Source: an optimization exercise on an open RTL-to-GDS flow (aim: small area, a short achievable clock period and few clock cycles per item). Production flows keep margins and buffers that such runs may drop.
At most, simulation tests tie the RTL to the original design; equivalence was not proved.
Power is estimated from default activity; no workload was simulated.

==> flow/design.v (excerpt) <==
module ble_ad_structure_parser (
   input  logic             clock,
   input  logic             reset,
   input  logic             req_valid,
   output logic             req_stall,
   input  logic [16:0]      req_data,    
   output logic             rsp_valid,
   input  logic             rsp_stall,
   output logic [78:0]      rsp_data,    
   input  logic             csr_valid,
   output logic             csr_ready,
   input  logic [7:0]       csr_data
);
For scale: ~1100 cells after synthesis, roughly 11000 sq um of cells after synthesis.
export LEC_CHECK = 0
export CAP_MARGIN = 20
export CORE_MARGIN = 2
export CORE_UTILIZATION = 40
export SETUP_SLACK_MARGIN = 2.5
export SLEW_MARGIN = 20
create_clock -name core_clock -period 5.5 [get_ports {clock}]
run.sh (not shown) runs the stock make flow with config.mk's settings and CLKGATE_MAP_FILE= SYNTH_SCRIPT=/design/flow/synth_recipe.tcl, a recipe that flattens the netlist after the stock synthesis.
Rerun with:
--- a/flow/design.v
+++ b/flow/design.v
@@ -115,41 +115,42 @@
          in_cls <= bap_pkg::type_class(req_data[16:9]);
          in_pre <= !in_v;
          in_nm <= name_ok;
       end
    end
    bap_pkg::phase_type ph;
    logic [7:0] rem, ps;
    logic [6:0] cn, cm1;
    logic [1:0] st;
    logic [3:0] cls;
-   logic       act, endb, nm, stop2, is_name, rec, wide, half, drec_n, nmn_n;
+   logic       act, endb, nm, stop2, is_name, rec, wide, half, drec_n, nmn_n, nz_n;
    logic [3:0] kind, mask;
    always_comb begin
       act = !in_lz && (in_first || offs_ff <= in_lm1);
       endb = !in_lz && (in_first ? in_l1 : (offs_ff == in_lm1));
       stop2 = in_dneg || (!in_first && offs_ff > in_d);
       nm = in_pre ? in_nm : nmn_ff;
       is_name = (cls_ff == bap_pkg::C_SNAME) || (cls_ff == bap_pkg::C_NAME);
       ph = in_first ? bap_pkg::PH_LEN : phase_ff;
       cn = in_first ? 7'd0 : cnt_ff;
       cm1 = cnt_ff - 7'd1;
       rem = rem_ff;
       ps = pos_ff;
       st = stat_ff;
       cls = cls_ff;
       rec = 1'b0;
       kind = 4'(bap_pkg::K_UNKNOWN);
       wide = 1'b0;
       half = 1'b0;
       drec_n = 1'b0;
       nmn_n = 1'b0;
+      nz_n = 1'b0;
       case (ph)
          bap_pkg::PH_LEN: begin
             if (in_bz) begin
                ph = bap_pkg::PH_STOP; st = 2'd1;
             end else if (stop2) begin
                ph = bap_pkg::PH_STOP; st = 2'd2;
             end else begin
                cn = cn + 7'd1;
                rem = in_b; ph = bap_pkg::PH_TYPE;
             end
@@ -194,20 +195,30 @@
                bap_pkg::C_UUID32: drec_n = (pos_ff[1:0] == 2'd2);
                bap_pkg::C_U128: drec_n = (pos_ff[2:0] == 3'd6) && (pos_ff[3] || rem_ff >= 8'd10);
                bap_pkg::C_CLASS: drec_n = (pos_ff == 8'd1);
                bap_pkg::C_HASH, bap_pkg::C_RAND: drec_n = (pos_ff == 8'd6) || (pos_ff == 8'd14);
                bap_pkg::C_DEVID: drec_n = (pos_ff == 8'd6);
                bap_pkg::C_APPEAR: drec_n = (pos_ff == 8'd0);
                bap_pkg::C_MANUF: drec_n = 1'b1;
                default: drec_n = 1'b0;
             endcase
             nmn_n = ({1'b0, pos_ff} + 9'd1 < {1'b0, name_limit});
+            case (cls_ff)
+               bap_pkg::C_UUID16: nz_n = !pos_ff[0];
+               bap_pkg::C_UUID32: nz_n = (pos_ff[1:0] != 2'd3);
+               bap_pkg::C_U128: nz_n = (pos_ff[2:0] != 3'd7);
+               bap_pkg::C_CLASS, bap_pkg::C_HASH, bap_pkg::C_RAND, bap_pkg::C_DEVID:
+                  nz_n = (pos_ff < 8'd15) && (pos_ff[2:0] != 3'd7);
+               bap_pkg::C_APPEAR, bap_pkg::C_MANUF: nz_n = (pos_ff == 8'd0);
+               default: nz_n = 1'b0;
+            endcase
+            if (rem_ff == 8'd1) nz_n = 1'b0;
             ps = pos_ff + 8'd1;
             rem = rem_ff - 8'd1;
             if (rem_ff == 8'd1) ph = bap_pkg::PH_LEN;
          end
          default: ;
       endcase
       if (!act) rec = 1'b0;
       mask[0] = rec && wide;
       mask[1] = rec && wide && (cls_ff == bap_pkg::C_UUID32 || cls_ff == bap_pkg::C_U128 ||
                         cls_ff == bap_pkg::C_CLASS || cls_ff == bap_pkg::C_HASH ||
@@ -228,21 +239,21 @@
       ent.num = rec ? cm1 : cn;
    end
    assign push = go && (rec || endb);
    assign wide_push = go && rec && wide;
    always_ff @(posedge clock) begin
       if (reset) begin
          phase_ff <= bap_pkg::PH_LEN; offs_ff <= '0; cnt_ff <= '0; nz_ff <= 1'b0;
       end else if (go) begin
          if (act) begin
             phase_ff <= ph; offs_ff <= (in_first ? 8'd0 : offs_ff) + 8'd1; cnt_ff <= cn;
-            nz_ff <= (ph == bap_pkg::PH_DATA) && keep_of(cls, ps) && (lane_of(cls, ps) != 3'd0);
+            nz_ff <= nz_n;
          end else if (in_first) begin
             phase_ff <= bap_pkg::PH_LEN; offs_ff <= '0; cnt_ff <= '0; nz_ff <= 1'b0;
          end
       end
    end
    always_ff @(posedge clock) begin
       if (go && act) begin
          rem_ff <= rem; pos_ff <= ps; stat_ff <= st; cls_ff <= cls;
          drec_ff <= drec_n; nmn_ff <= nmn_n;
       end
Clock power grows by about 5%. Via count shrinks by 7.1%. Setup slack gains 48 ps. Total power shrinks by 1.9%. Routed wire length shrinks by 4.8%. Global-route usage grows by 0.29 points. Final cell count shrinks by 7.6%. Die area shrinks by 3.6%. Worst hold slack loses 31 ps. Final area shrinks by 5.8%. Synthesized cell count shrinks by 5.4%. Non-clock buffer count shrinks by 37.
Testbench counts after the change, summed over its fixed seeds: cycles 96,595, bytes 91,371.
The RTL of the first run of this note was laid out without a check of its function.

## run D
Another version of the RTL of ble_ad_structure_parser (not shown whole).
For scale: ~210 flip-flops, about 110 I/O pins.
Settings: LEC_CHECK=0, CAP_MARGIN=20, CORE_MARGIN=2, CORE_UTILIZATION=40, CTS_BUF_LIST=sky130_fd_sc_hd__clkbuf_4 sky130_fd_sc_hd__clkbuf_8, SETUP_SLACK_MARGIN=2.8, SLEW_MARGIN=20, SYNTH_HIERARCHICAL=1, SYNTH_MINIMUM_KEEP_SIZE=0; clock period 5.5 ns.
standard.sh (not shown) runs the stock make flow with config.mk's settings and CLKGATE_MAP_FILE= SYNTH_SCRIPT=/design/flow/synth_recipe.tcl, a recipe that flattens the netlist after the stock synthesis.
==> flow/flow/run.sh <==
#!/bin/bash
# Standard layout, with the port buffers inserted before placement made of
# sky130_fd_sc_hd__buf_2 cells instead of the buffer buffer_ports picks by
# default, and without the adder-extraction step in synthesis (ABC maps the
# arithmetic as plain gates).
set -euo pipefail
export BUFFER_PORTS_ARGS="-buffer_cell sky130_fd_sc_hd__buf_2"
export ADDER_MAP_FILE=
bash standard.sh > standard_flow.log 2>&1
For run A, these inputs were changed with respect to run D:
--- a/flow/design.v
+++ b/flow/design.v
@@ -60,27 +60,18 @@
    endfunction
    function automatic logic [7:0] dec8(input logic [7:0] a);
       logic c;
       c = 1'b1;
       for (int i = 0; i < 8; i++) begin
          dec8[i] = a[i] ^ c;
          c = c && !a[i];
       end
    endfunction
-   function automatic logic [8:0] add8(input logic [7:0] a, input logic [7:0] b);
-      logic c;
-      c = 1'b0;
-      for (int i = 0; i < 8; i++) begin
-         add8[i] = a[i] ^ b[i] ^ c;
-         c = (a[i] && b[i]) || (c && (a[i] ^ b[i]));
-      end
-      add8[8] = c;
-   endfunction
 endpackage
 module bap_front (
    input  logic               clock,
    input  logic               reset,
    input  logic               req_valid,
    output logic               req_stall,
    input  logic [16:0]        req_data,
    output logic               csr_ready,
    input  logic [7:0]         name_limit,
@@ -125,21 +116,19 @@
    assign go = in_v && !wstall && (!full || pop);
    assign st_reg = in_v && (wblock || (full && h_recend));
    assign st_if = in_v && full;
    bap_stall u_stall (.st_reg(st_reg), .st_if(st_if), .rsp_stall(rsp_stall),
                       .req_stall(req_stall));
    assign accept = req_valid && !req_stall;
    assign csr_ready = !in_v;
    assign name_ok = bap_pkg::lt8(pos_ff, name_limit);
    logic [8:0] dfull;
-   logic [8:0] dsum;
-   assign dsum = bap_pkg::add8(req_data[8:1], ~req_data[16:9]);
-   assign dfull = {!dsum[8], dsum[7:0]};
+   assign dfull = {1'b0, req_data[8:1]} - 9'd1 - {1'b0, req_data[16:9]};
    always_ff @(posedge clock) begin
       if (reset) begin
          in_v <= 1'b0; vnf_ff <= 1'b0;
       end else if (accept) begin
          in_v <= 1'b1; vnf_ff <= !req_data[0];
       end else if (go) begin
          in_v <= 1'b0; vnf_ff <= 1'b0;
       end
    end
[summary]
Diff run D -> run A: power per cell area went down 2.3%, via count went up 142.
Run A vs run D, slowest stage cell on the critical path: sky130_fd_sc_hd__maj3_2 vs sky130_fd_sc_hd__edfxtp_1
Changes observed in run A relative to run D: sequential cell area in the final layout flat, sequential share of layout area down 1.2 points, count of antenna-violating nets left after detailed routing flat, multi-input gate share of total cell area down 0.83 points, synthesized cell count down about 2.2%.
Wire: run A routes more than run D
Number of placed cells counting well taps, run D and run A, lower one = run A.
No functional check of the RTL was part of any run of this note.

ble_ad_structure_parser, a different RTL version from the one above (not shown whole).
For scale: about 1000 cells after synthesis, roughly 210 flip-flops.
==> flow/config.mk <==
export PLATFORM = sky130hd
export DESIGN_NAME = ble_ad_structure_parser
export DESIGN_NICKNAME = ble_ad_structure_parser
export VERILOG_FILES = /design/flow/design.v
export SDC_FILE = /design/flow/constraint.sdc
export NUM_CORES = 4
export LEC_CHECK = 0
export CAP_MARGIN = 20
export CORE_MARGIN = 2
export CORE_UTILIZATION = 40
export SETUP_SLACK_MARGIN = 2.8
export SLEW_MARGIN = 20
==> flow/constraint.sdc <==
create_clock -name core_clock -period 5.5 [get_ports {clock}]
set_input_delay 1.1000 -clock core_clock [delete_from_list [all_inputs] [get_ports {clock}]]
set_output_delay 1.1000 -clock core_clock [all_outputs]
set_load 0.01 [all_outputs]
==> flow/flow/run.sh <==
#!/bin/bash
# Standard layout, with the port buffers inserted before placement made of
# sky130_fd_sc_hd__buf_2 cells instead of the buffer buffer_ports picks by default.
set -euo pipefail
export BUFFER_PORTS_ARGS="-buffer_cell sky130_fd_sc_hd__buf_2"
bash standard.sh > standard_flow.log 2>&1
Change:
--- a/flow/design.v
+++ b/flow/design.v
@@ -50,20 +50,15 @@
    input  logic               reset,
    input  logic               req_valid,
    output logic               req_stall,
    input  logic [16:0]        req_data,
    output logic               csr_ready,
    input  logic [7:0]         name_limit,
    input  logic               full,
-   input  logic               pop,
    input  logic               wide_pend,
-   input  logic               wide_take,
-   input  logic               pop_ok,
-   input  logic               wide_ok,
-   input  logic               rsp_stall,
    output logic               push,
    output logic               wide_push,
    output bap_pkg::entry_type ent,
    output logic [63:0]        acc
 );
    logic       in_v, in_first, in_lz, in_l1, in_bz, in_dneg, in_known, in_pre, in_nm;
    logic [7:0] in_b, in_lm1, in_d;
@@ -89,21 +84,17 @@
          default: keep_of = 1'b0;
       endcase
    endfunction
    logic [2:0] lane;
    logic kw;
    assign lane = lane_of(cls_ff, pos_ff);
    assign kw = keep_of(cls_ff, pos_ff);
-   logic wblock, st_reg, st_if;
-   assign wblock = wide_pend && !in_first && nz_ff;
-   assign wstall = wblock && !wide_take;
-   assign go = in_v && !wstall && (!full || pop);
-   assign st_reg = in_v && ((wblock && !wide_ok) || (full && !pop_ok));
-   assign st_if = in_v && (wblock || full);
-   assign req_stall = st_reg || (rsp_stall && st_if);
+   assign wstall = wide_pend && !in_first && nz_ff;
+   assign go = in_v && !full && !wstall;
+   assign req_stall = in_v && !go;
    assign accept = req_valid && !req_stall;
    assign csr_ready = !in_v;
    assign name_ok = (pos_ff < name_limit);
    logic [8:0] dfull;
    assign dfull = {1'b0, req_data[8:1]} - 9'd1 - {1'b0, req_data[16:9]};
    always_ff @(posedge clock) begin
       if (reset) in_v <= 1'b0;
@@ -206,26 +197,26 @@
                bap_pkg::C_CLASS: drec_n = (pos_ff == 8'd1);
                bap_pkg::C_HASH, bap_pkg::C_RAND: drec_n = (pos_ff == 8'd6) || (pos_ff == 8'd14);
                bap_pkg::C_DEVID: drec_n = (pos_ff == 8'd6);
                bap_pkg::C_APPEAR: drec_n = (pos_ff == 8'd0);
                bap_pkg::C_MANUF: drec_n = 1'b1;
                default: drec_n = 1'b0;
             endcase
+            nmn_n = ({1'b0, pos_ff} + 9'd1 < {1'b0, name_limit});
             case (cls_ff)
                bap_pkg::C_UUID16: nz_n = !pos_ff[0];
                bap_pkg::C_UUID32: nz_n = (pos_ff[1:0] != 2'd3);
                bap_pkg::C_U128: nz_n = (pos_ff[2:0] != 3'd7);
                bap_pkg::C_CLASS, bap_pkg::C_HASH, bap_pkg::C_RAND, bap_pkg::C_DEVID:
                   nz_n = (pos_ff < 8'd15) && (pos_ff[2:0] != 3'd7);
                bap_pkg::C_APPEAR, bap_pkg::C_MANUF: nz_n = (pos_ff == 8'd0);
                default: nz_n = 1'b0;
             endcase
             if (rem_ff == 8'd1) nz_n = 1'b0;
             ps = pos_ff + 8'd1;
-            nmn_n = (ps < name_limit);
             rem = rem_ff - 8'd1;
             if (rem_ff == 8'd1) ph = bap_pkg::PH_LEN;
          end
          default: ;
       endcase
       if (!act) rec = 1'b0;
       mask[0] = rec && wide;
@@ -279,38 +270,32 @@
    input  logic               clock,
    input  logic               reset,
    input  logic               push,
    input  logic               wide_push,
    input  bap_pkg::entry_type ent,
    input  logic [63:0]        acc,
    output logic               full,
-   output logic               pop,
    output logic               wide_pend,
-   output logic               wide_take,
-   output logic               pop_ok,
-   output logic               wide_ok,
    output logic               rsp_valid,
    input  logic               rsp_stall,
    output logic [78:0]        rsp_data
 );
    localparam int D = bap_pkg::QueueDepth;
    logic [D-1:0][bap_pkg::EntryBits-1:0] q_ff;
    logic [D-1:0] occ_ff;            
-   logic take, rec;
+   logic pop, take, rec, wide_take;
    bap_pkg::entry_type h, h_next;
    logic [63:0] val;
    assign h = q_ff[0];
    assign full = occ_ff[D-1];
    assign rsp_valid = occ_ff[0];
    assign rec = h.rec_valid;
-   assign pop_ok = occ_ff[0] && !(h.rec_valid && h.end_valid);
-   assign wide_ok = occ_ff[0] && h.mask[0];
    assign take = occ_ff[0] && !rsp_stall;
-   assign pop = pop_ok && !rsp_stall;
-   assign wide_take = wide_ok && !rsp_stall;
+   assign pop = take && !(h.rec_valid && h.end_valid);
+   assign wide_take = take && h.mask[0];
    always_comb begin
       h_next = h;
       h_next.rec_valid = 1'b0;
       h_next.mask = '0;
       h_next.num = h.num + 7'd1;
    end
    always_comb begin
@@ -357,24 +342,22 @@
    input  logic             rsp_stall,
    output logic [78:0]      rsp_data,    
    input  logic             csr_valid,
    output logic             csr_ready,
    input  logic [7:0]       csr_data
 );
    logic [7:0] limit_ff;
-   logic full, pop, wide_take, pop_ok, wide_ok, push, wide_push, wide_pend;
+   logic full, push, wide_push, wide_pend;
    bap_pkg::entry_type ent;
    logic [63:0] acc;
    always_ff @(posedge clock) begin
       if (reset) limit_ff <= bap_pkg::NameLimitReset;
       else if (csr_valid && csr_ready) limit_ff <= csr_data;
    end
-   bap_front u_front (.clock(clock), .reset(reset), .req_valid(req_valid), .rsp_stall(rsp_stall),
-                      .pop_ok(pop_ok), .wide_ok(wide_ok),
+   bap_front u_front (.clock(clock), .reset(reset), .req_valid(req_valid),
                       .req_stall(req_stall), .req_data(req_data), .csr_ready(csr_ready),
-                      .name_limit(limit_ff), .full(full), .pop(pop), .wide_pend(wide_pend), .wide_take(wide_take),
+                      .name_limit(limit_ff), .full(full), .wide_pend(wide_pend),
                       .push(push), .wide_push(wide_push), .ent(ent), .acc(acc));
    bap_back u_back (.clock(clock), .reset(reset), .push(push), .wide_push(wide_push),
-                    .pop_ok(pop_ok), .wide_ok(wide_ok),
-                    .ent(ent), .acc(acc), .full(full), .pop(pop), .wide_pend(wide_pend), .wide_take(wide_take),
+                    .ent(ent), .acc(acc), .full(full), .wide_pend(wide_pend),
                     .rsp_valid(rsp_valid), .rsp_stall(rsp_stall), .rsp_data(rsp_data));
 endmodule
Maximum frequency increases by 8.6%.
Power goes up by 1.8%.
Global-route usage fell by 0.32 points.
Count of clock-buffer cells in the layout goes down by 1.
Clock power came out higher by about 4%.
Worst hold slack gains 0.036 ns.
Die area shrinks by 1.9%.
Routed wire length falls by 2.2%.
Testbench counts after the change, summed over its fixed seeds: cycles 96,595, bytes 91,371.
Function not checked in the first run of this note: the RTL went through the layout flow alone.

afterwards: timing with drivers on the ports:
The results above use ideal ports. As a check the final layouts listed here were re-extracted and re-timed, cells and wires unchanged. Step 1 assumes that a clkbuf_16 drives the clock port and a buf_2 every other input. Step 2 moves the port delays by t, midway between the first and last clock arrival at a register: inputs arrive t later, outputs are due t later. That takes back most of the time a late clock gives input paths. Three values: no drivers, after step 1, after step 2; two values: the first two.
| run | shift t [ns] | slack for setup (ns) | latest minus earliest clock arrival (ns) | worst slew at a driven data input, ns |
|---|---|---|---|---|
| the first run of note 1 | 0.554 | 2.554 / 2.506 / 2.071 | 0.013 / 0.013 | 0.03 |
| the second run of note 1 | 0.560 | 2.602 / 2.557 / 2.120 | 0.014 / 0.014 | 0.03 |
| run D | 0.575 | 2.706 / 2.664 / 2.382 | 0.020 / 0.020 | 0.04 |
| run A | 0.563 | 2.588 / 2.577 / 2.014 | 0.017 / 0.018 | 0.06 |
| the first run of note 3 | 0.550 | 2.423 / 2.383 / 2.340 | 0.013 / 0.014 | 0.05 |
| the second run of note 3 | 0.559 | 2.667 / 2.620 / 2.469 | 0.011 / 0.011 | 0.04 |
After both steps every run listed still meets setup and hold. The setup slack of run A, which loses most, moves by -0.011 ns with the drivers and by -0.574 ns with both steps.
